From an optimization exercise on the open Yosys and OpenROAD flow, aimed at small area, a short achievable clock period and few clock cycles per item; shortcuts taken in it are not production practice.
The RTL was checked by simulation tests, not by an equivalence proof against the original design.

Setup of old:
## round_robin_time_slice_scheduler
module round_robin_time_slice_scheduler #(
    parameter int MAX_TASKS = 8
) (
    input  logic        i_clk,
    input  logic        i_rst_n,
    input  logic        i_in_valid,
    output logic        o_in_ready,
    input  logic [1:0]  i_in_action,
    input  logic [2:0]  i_in_slot,
    input  logic [7:0]  i_in_burst,
    input  logic [15:0] i_in_arrival,
    output logic        o_out_valid,
    input  logic        i_out_ready,
    output logic [2:0]  o_out_ran_slot,
    output logic        o_out_idle,
    output logic        o_out_completed,
    output logic [15:0] o_out_completion_time,
    output logic        o_out_all_done,
    input  logic        psel,
    input  logic        penable,
    input  logic        pwrite,
    input  logic [2:0]  paddr,
    input  logic [31:0] pwdata,
    output logic [31:0] prdata,
    output logic        pready
);
Size: ~2000 cells after synthesis, roughly 360 flip-flops, roughly 130 I/O pins, roughly 19000 µm² of cells after synthesis.
export LEC_CHECK = 0
export ABC_AREA = 1
export CAP_MARGIN = 20
export CORE_MARGIN = 2
export CORE_UTILIZATION = 55
export CTS_CLUSTER_DIAMETER = 80
export CTS_CLUSTER_SIZE = 20
export SLEW_MARGIN = 20
create_clock -name core_clock -period 10.0 [get_ports {i_clk}]
standard.sh (not shown) runs the stock make flow with config.mk's settings and CLKGATE_MAP_FILE= SYNTH_SCRIPT=/design/flow/synth_recipe.tcl, a recipe that flattens the netlist after the stock synthesis.
==> flow/flow/run.sh <==
#!/bin/bash
set -euo pipefail
bash standard.sh SETUP_SLACK_MARGIN=7 "BUFFER_PORTS_ARGS=-buffer_cell sky130_fd_sc_hd__buf_2" finish > standard_flow.log 2>&1
Testbench counts of old, summed over its fixed seeds: cycles 6,637, items 6,509.
#### Input delta (new over old)
--- a/flow/design.v
+++ b/flow/design.v
@@ -68,14 +68,14 @@
     output logic [2:0]  o_ran_slot,
     output logic        o_idle,
     output logic        o_completed,
     output logic [15:0] o_ctime,
     output logic        o_all_done
 );
-    logic [7:0]  r_nrem   [0:7];     
-    logic [7:0]  r_nburst [0:7];     
+    logic [7:0]  r_rem   [0:7];
+    logic [7:0]  r_burst [0:7];
     logic [15:0] r_arr   [0:7];
     logic [7:0]  r_ready;
     logic [7:0]  r_nz;
     logic [7:0]  r_bnz;
     logic [7:0]  r_use;
     logic [2:0]  r_ptr;
@@ -109,13 +109,13 @@
     logic        a_empty, a_last, ad_next;
     assign in_load = (i_action == rrts_pkg::ACT_LOAD);
     always_comb begin
         for (int i = 0; i < 8; i++) in_slot_oh[i] = (i_slot == 3'(i));
     end
     assign due_same = (i_arrival <= cur_time);
-    assign due_inc  = due_same || (i_arrival == time_inc);
+    assign due_inc  = (i_arrival <= time_inc);
     assign due_zero = (i_arrival == 16'd0);
     always_comb begin
         if (i_exec)              due_d = is_tick ? due_inc : is_rst ? due_zero : due_same;
         else if (i_head_from_sk) due_d = r_s_tinc ? due_inc : r_s_tzero ? due_zero : due_same;
         else                     due_d = due_same;
     end
@@ -126,13 +126,13 @@
             r_due    <= due_d;
         end
     end
     always_ff @(posedge i_clk) begin
         for (int i = 0; i < 8; i++) begin
             if (i_acc && in_load && in_slot_oh[i]) begin
-                r_nburst[i] <= ~i_burst;
+                r_burst[i] <= i_burst;
                 r_arr[i]   <= i_arrival;
             end
         end
     end
     always_ff @(posedge i_clk) begin
         if (!i_rst_n) begin
@@ -148,13 +148,13 @@
     end
     assign is_load = (r_action == rrts_pkg::ACT_LOAD);
     assign is_tick = (r_action == rrts_pkg::ACT_TICK);
     assign is_rst  = (r_action == rrts_pkg::ACT_RESTART);
     always_comb begin
         for (int i = 0; i < 8; i++) begin
-            one[i]     = (r_nrem[i] == 8'hFE);
+            one[i]     = (r_rem[i] == 8'd1);
             run_oh[i]  = (r_run == 3'(i));
             slot_oh[i] = (r_slot == 3'(i));
             hi[i]      = (3'(i) >= r_ptr);
         end
     end
     assign act_m = r_use & r_nz;
@@ -215,14 +215,14 @@
             else              nz_next[i] = r_nz[i];
         end
     end
     always_ff @(posedge i_clk) begin
         if (i_exec) begin
             for (int i = 0; i < 8; i++) begin
-                if ((is_load && slot_oh[i]) || is_rst) r_nrem[i] <= r_nburst[i];
-                else if (is_tick && g[i])              r_nrem[i] <= r_nrem[i] + 8'd1;
+                if ((is_load && slot_oh[i]) || is_rst) r_rem[i] <= r_burst[i];
+                else if (is_tick && g[i])              r_rem[i] <= r_rem[i] - 8'd1;
                 if (is_load && slot_oh[i])             r_ready[i] <= r_due;
                 else if (is_rst)                       r_ready[i] <= (r_arr[i] == 16'd0);
                 else if (is_tick && (r_arr[i] == time_inc)) r_ready[i] <= 1'b1;
             end
         end
     end
[summary]
Compared with old, new ends up with more cell area. old -> new: utilization flat. In the flow results for new and old, the area of the die is larger on new. The fraction of cell area in non-clock buffers reported for new is smaller than that of old by 0.47 points. Between new and old, routed wire length is lower for old, new comes in above that. Against old, number of buffers created by CTS in new fell by a few percent. Fmax: new lower than old. Looking at worst setup slack after layout across both flows, new is the weaker of the two, with old ahead. Sort new and old by overall fraction of global-route tracks in use, ascending, and old comes first. [diff] normalized max-slew margin, new relative to old: improvement.
Testbench counts of new, summed over its fixed seeds: cycles 6,637, items 6,509.

-- port drivers added, routing unchanged --
Ports are ideal in the flow. The routed layouts listed here were re-timed in OpenROAD. Step 1: set_driving_cell puts a clkbuf_16 on i_clk and a buf_2 on each other input, an assumption about the parent block. Step 2, shift: input delay + t, output delay - t, t = (earliest + latest rising clock arrival at the registers) / 2. This alone moves slack from input paths to output paths. Slacks: ideal / step 1 / step 2; pairs: ideal / step 1.
run | t, ns | setup WS [ns] | worst setup path at the end | slew at the worst register clock pin (ns) | cell pins on the clock port's net
old | 0.611 | 6.908 / 6.875 / 6.304 | input to register | 0.09 / 0.09 | 1
new | 0.625 | 6.882 / 6.826 / 6.320 | input to register | 0.09 / 0.09 | 1
After both steps setup and hold are still met in every run listed. The setup slack of old, which loses most, moves by -0.033 ns with the drivers and by -0.604 ns with both steps.
